Context: an optimization exercise on an open-source flow, tuned for small area, a short achievable clock period and few clock cycles per item. The choices shown serve that exercise and are no tape-out recipe.
Only simulation tests tie the RTL to the original design; equivalence was not proved.
Power is estimated from default activity; no workload was simulated.

== before ==
Design moving_baseline_spike_detector, start of the top module:
module moving_baseline_spike_detector #(
    parameter int WINDOW     = 8,
    parameter int DAY_LENGTH = 1440
) (
    input  logic                             i_clk,
    input  logic                             i_rst_n,
    input  logic                             i_valid,
    output logic                             o_ready,
    input  logic [mbsd_pkg::COUNT_W-1:0]     i_error_count,
    input  logic                             i_start_of_day,
    output logic                             o_valid,
    input  logic                             i_ready,
    output logic                             o_decision_valid,
    output logic                             o_anomaly,
    output logic [mbsd_pkg::MINUTE_W-1:0]    o_minute_index,
    output logic [mbsd_pkg::BASE_W-1:0]      o_baseline_sum,
    output logic [mbsd_pkg::TOTAL_W-1:0]     o_anomaly_total,
    input  logic                             i_cfg_valid,
    output logic                             o_cfg_ready,
    input  logic [mbsd_pkg::CFG_IDX_W-1:0]   i_cfg_index,
    input  logic [mbsd_pkg::CFG_W-1:0]       i_cfg_data
);
Size: roughly 2100 cells after synthesis, ~380 flip-flops, about 86 I/O pins, roughly 22000 um^2 of cells after synthesis.
==> flow/config.mk <==
export PLATFORM = sky130hd
export DESIGN_NAME = moving_baseline_spike_detector
export DESIGN_NICKNAME = moving_baseline_spike_detector
export VERILOG_FILES = /design/flow/design.v
export SDC_FILE = /design/flow/constraint.sdc
export NUM_CORES = 4
export LEC_CHECK = 0
export ABC_AREA = 1
export CAP_MARGIN = 20
export CORE_MARGIN = 2
export CORE_UTILIZATION = 55
export CTS_CLUSTER_DIAMETER = 80
export CTS_CLUSTER_SIZE = 24
export SETUP_SLACK_MARGIN = 5
export SLEW_MARGIN = 20
==> flow/constraint.sdc <==
create_clock -name core_clock -period 10.0 [get_ports {i_clk}]
set_input_delay 2.0000 -clock core_clock [delete_from_list [all_inputs] [get_ports {i_clk}]]
set_output_delay 2.0000 -clock core_clock [all_outputs]
set_load 0.01 [all_outputs]
standard.sh (not shown) runs the stock make flow with config.mk's settings and CLKGATE_MAP_FILE= SYNTH_SCRIPT=/design/flow/synth_recipe.tcl, a recipe that flattens the netlist after the stock synthesis.
==> flow/flow/run.sh <==
#!/bin/bash
# Standard ORFS layout (the standard.sh) with two changes to how the layout
# is made:
#  - timing repair aims for a larger setup-slack margin (flow/margin.txt), so it
#    keeps improving paths below the clock period;
#  - the port buffers that global placement inserts are plain buffers
#    (flow/port_buffer.txt) instead of the delay cell ORFS picks by default.
# The whole make output goes to make_flow.log; ORFS's per-step logs stay in
# orfs/logs.
set -euo pipefail
MARGIN=$(cat flow/margin.txt)
PORTBUF=$(cat flow/port_buffer.txt)
sed -e "s/SETUP_SLACK_MARGIN=[0-9.]*/SETUP_SLACK_MARGIN=${MARGIN}/" standard.sh > standard_margin.sh
grep -q "SETUP_SLACK_MARGIN=${MARGIN}" standard_margin.sh
bash standard_margin.sh "BUFFER_PORTS_ARGS=-buffer_cell ${PORTBUF}" finish > make_flow.log 2>&1
==> flow/flow/margin.txt <==
6.7
==> flow/flow/port_buffer.txt <==
sky130_fd_sc_hd__buf_2
before reached the end of the flow, and the finished layout is clean on the timing, DRC and antenna checks.
Testbench counts of before, summed over its fixed seeds: cycles 23,064, items 23,040.
Edits applied to the flow inputs when going from before to after:
- setting PLACE_DENSITY to 0.8 for the first time
- changing CORE_UTILIZATION from 55 to 65
==> flow/flow/margin.txt <==
6.6
==> run notes <==
Any difference in synthesized cell count between before and after is small enough to ignore.
Share of final layout cell area taken by clock buffers and inverters ended up 0.29 points lower on after than on before.
Going from before to after, fraction of power consumed by combinational cells shrank by 1.0 points; share of the clock period used by the worst path picked up an extra 0.69 points.
Compared after vs before, and final critical-path required period is up in after.
Relative to before, non-clock buffer count decreased by about 26% in after.
The post-synthesis to final-layout area growth of after is lower than that of before.
In terms of final hold slack, before and after differ only marginally.
Comparing after and before, the lower final non-filler cell total is on after.
Diff after..before | largest driver fanout on the critical path | unchanged
In the flow results for after and before, the final wirelength is larger on before.

* * *

Starting RTL as in the previous note.
// moving_baseline_spike_detector
module moving_baseline_spike_detector #(
    parameter int WINDOW     = 8,
    parameter int DAY_LENGTH = 1440
) (
    input  logic                             i_clk,
    input  logic                             i_rst_n,
    input  logic                             i_valid,
    output logic                             o_ready,
    input  logic [mbsd_pkg::COUNT_W-1:0]     i_error_count,
    input  logic                             i_start_of_day,
    output logic                             o_valid,
    input  logic                             i_ready,
    output logic                             o_decision_valid,
    output logic                             o_anomaly,
    output logic [mbsd_pkg::MINUTE_W-1:0]    o_minute_index,
    output logic [mbsd_pkg::BASE_W-1:0]      o_baseline_sum,
    output logic [mbsd_pkg::TOTAL_W-1:0]     o_anomaly_total,
    input  logic                             i_cfg_valid,
  ...
==> flow/config.mk <==
export PLATFORM = sky130hd
export DESIGN_NAME = moving_baseline_spike_detector
export DESIGN_NICKNAME = moving_baseline_spike_detector
export VERILOG_FILES = /design/flow/design.v
export SDC_FILE = /design/flow/constraint.sdc
export NUM_CORES = 4
export LEC_CHECK = 0
export ABC_AREA = 1
export CAP_MARGIN = 20
export CORE_MARGIN = 2
export CORE_UTILIZATION = 55
export CTS_CLUSTER_DIAMETER = 80
export CTS_CLUSTER_SIZE = 24
export SETUP_SLACK_MARGIN = 5
export SLEW_MARGIN = 20
==> flow/constraint.sdc <==
create_clock -name core_clock -period 10.0 [get_ports {i_clk}]
set_input_delay 2.0000 -clock core_clock [delete_from_list [all_inputs] [get_ports {i_clk}]]
set_output_delay 2.0000 -clock core_clock [all_outputs]
set_load 0.01 [all_outputs]
==> flow/flow/margin.txt <==
6.6
Scripts as last shown in full above: flow/flow/run.sh, flow/flow/port_buffer.txt
The starting point passed the timing, DRC and antenna checks.
Testbench counts at the start, summed over its fixed seeds: cycles 23,064, items 23,040.
Then changed:
CTS_CLUSTER_DIAMETER = default   (was 80)
CTS_CLUSTER_SIZE = default   (was 24)
Effect: The new run passed the timing, DRC and antenna checks; global-route usage is higher by 0.40 points; setup slack gets worse by 0.080 ns; area after synthesis is unchanged.
Then changed:
CTS_CLUSTER_DIAMETER = 80   (was default)
CTS_CLUSTER_SIZE = 24   (was default)
PLACE_DENSITY = 0.75   (was default)
=> The changed run went through all stages and came out clean. Clock power is lower by 34%. Count of clock-buffer cells in the layout went down by 25. Power fell by 12%.
Then changed:
CTS_BUF_LIST = sky130_fd_sc_hd__clkbuf_16 sky130_fd_sc_hd__clkbuf_8 sky130_fd_sc_hd__clkbuf_4   (was default)
PLACE_DENSITY = default   (was 0.75)
Die area stays the same. Total power came out higher by 4.1%. Worst hold slack hardly moves.
Then changed:
CORE_UTILIZATION = 65   (was 55)
CTS_BUF_LIST = default   (was sky130_fd_sc_hd__clkbuf_16 sky130_fd_sc_hd__clkbuf_8 sky130_fd_sc_hd__clkbuf_4)
Global-route usage went up by 3.0 points.
Core utilization is higher by 11 points.
Via count grows by 0.52%.
Sequential power stays flat.
Count of clock-buffer cells in the layout grows by 5.

-- afterwards: timing with drivers on the ports --
How much do the figures lean on ideal ports? The routed layouts below were timed once more, with nothing changed but the port constraints. Step 1 (the two cells are an assumption about what drives the block):
set clk [get_ports {i_clk}]
set_driving_cell -lib_cell sky130_fd_sc_hd__clkbuf_16 $clk
set_driving_cell -lib_cell sky130_fd_sc_hd__buf_2 [delete_from_list [all_inputs] $clk]
Step 2 times the ports against the registers' clock, not the clock port: input delays grow and output delays shrink by t, the midpoint of the rising clock arrivals with the driver on. a / b / c = ideal ports / drivers / drivers and shift; a / b = the first two.
run	shift t [ns]	setup slack, ns	hold WS [ns]	slew at the worst register clock pin (ns)	worst slew at a driven data input, ns
before	0.629	6.676 / 6.676 / 6.282	0.421 / 0.421 / 0.421	0.10 / 0.10	0.05
after	0.615	6.607 / 6.607 / 6.123	0.422 / 0.422 / 0.422	0.10 / 0.10	0.05
the first run of note 2	0.643	6.661 / 6.661 / 6.072	0.415 / 0.415 / 0.415	0.10 / 0.10	0.05
the second run of note 2	0.633	6.581 / 6.581 / 6.072	0.409 / 0.409 / 0.409	0.06 / 0.06	0.05
the third run of note 2	0.609	6.665 / 6.665 / 6.188	0.417 / 0.417 / 0.417	0.10 / 0.10	0.06
the fourth run of note 2	0.641	6.659 / 6.659 / 6.079	0.417 / 0.417 / 0.417	0.10 / 0.10	0.05
the fifth run of note 2	0.600	6.661 / 6.661 / 6.130	0.418 / 0.418 / 0.418	0.10 / 0.10	0.06
After both steps setup and hold are still met in every run listed. The setup slack of the first run of note 2, which loses most, moves by 0.000 ns with the drivers and by -0.589 ns with both steps.
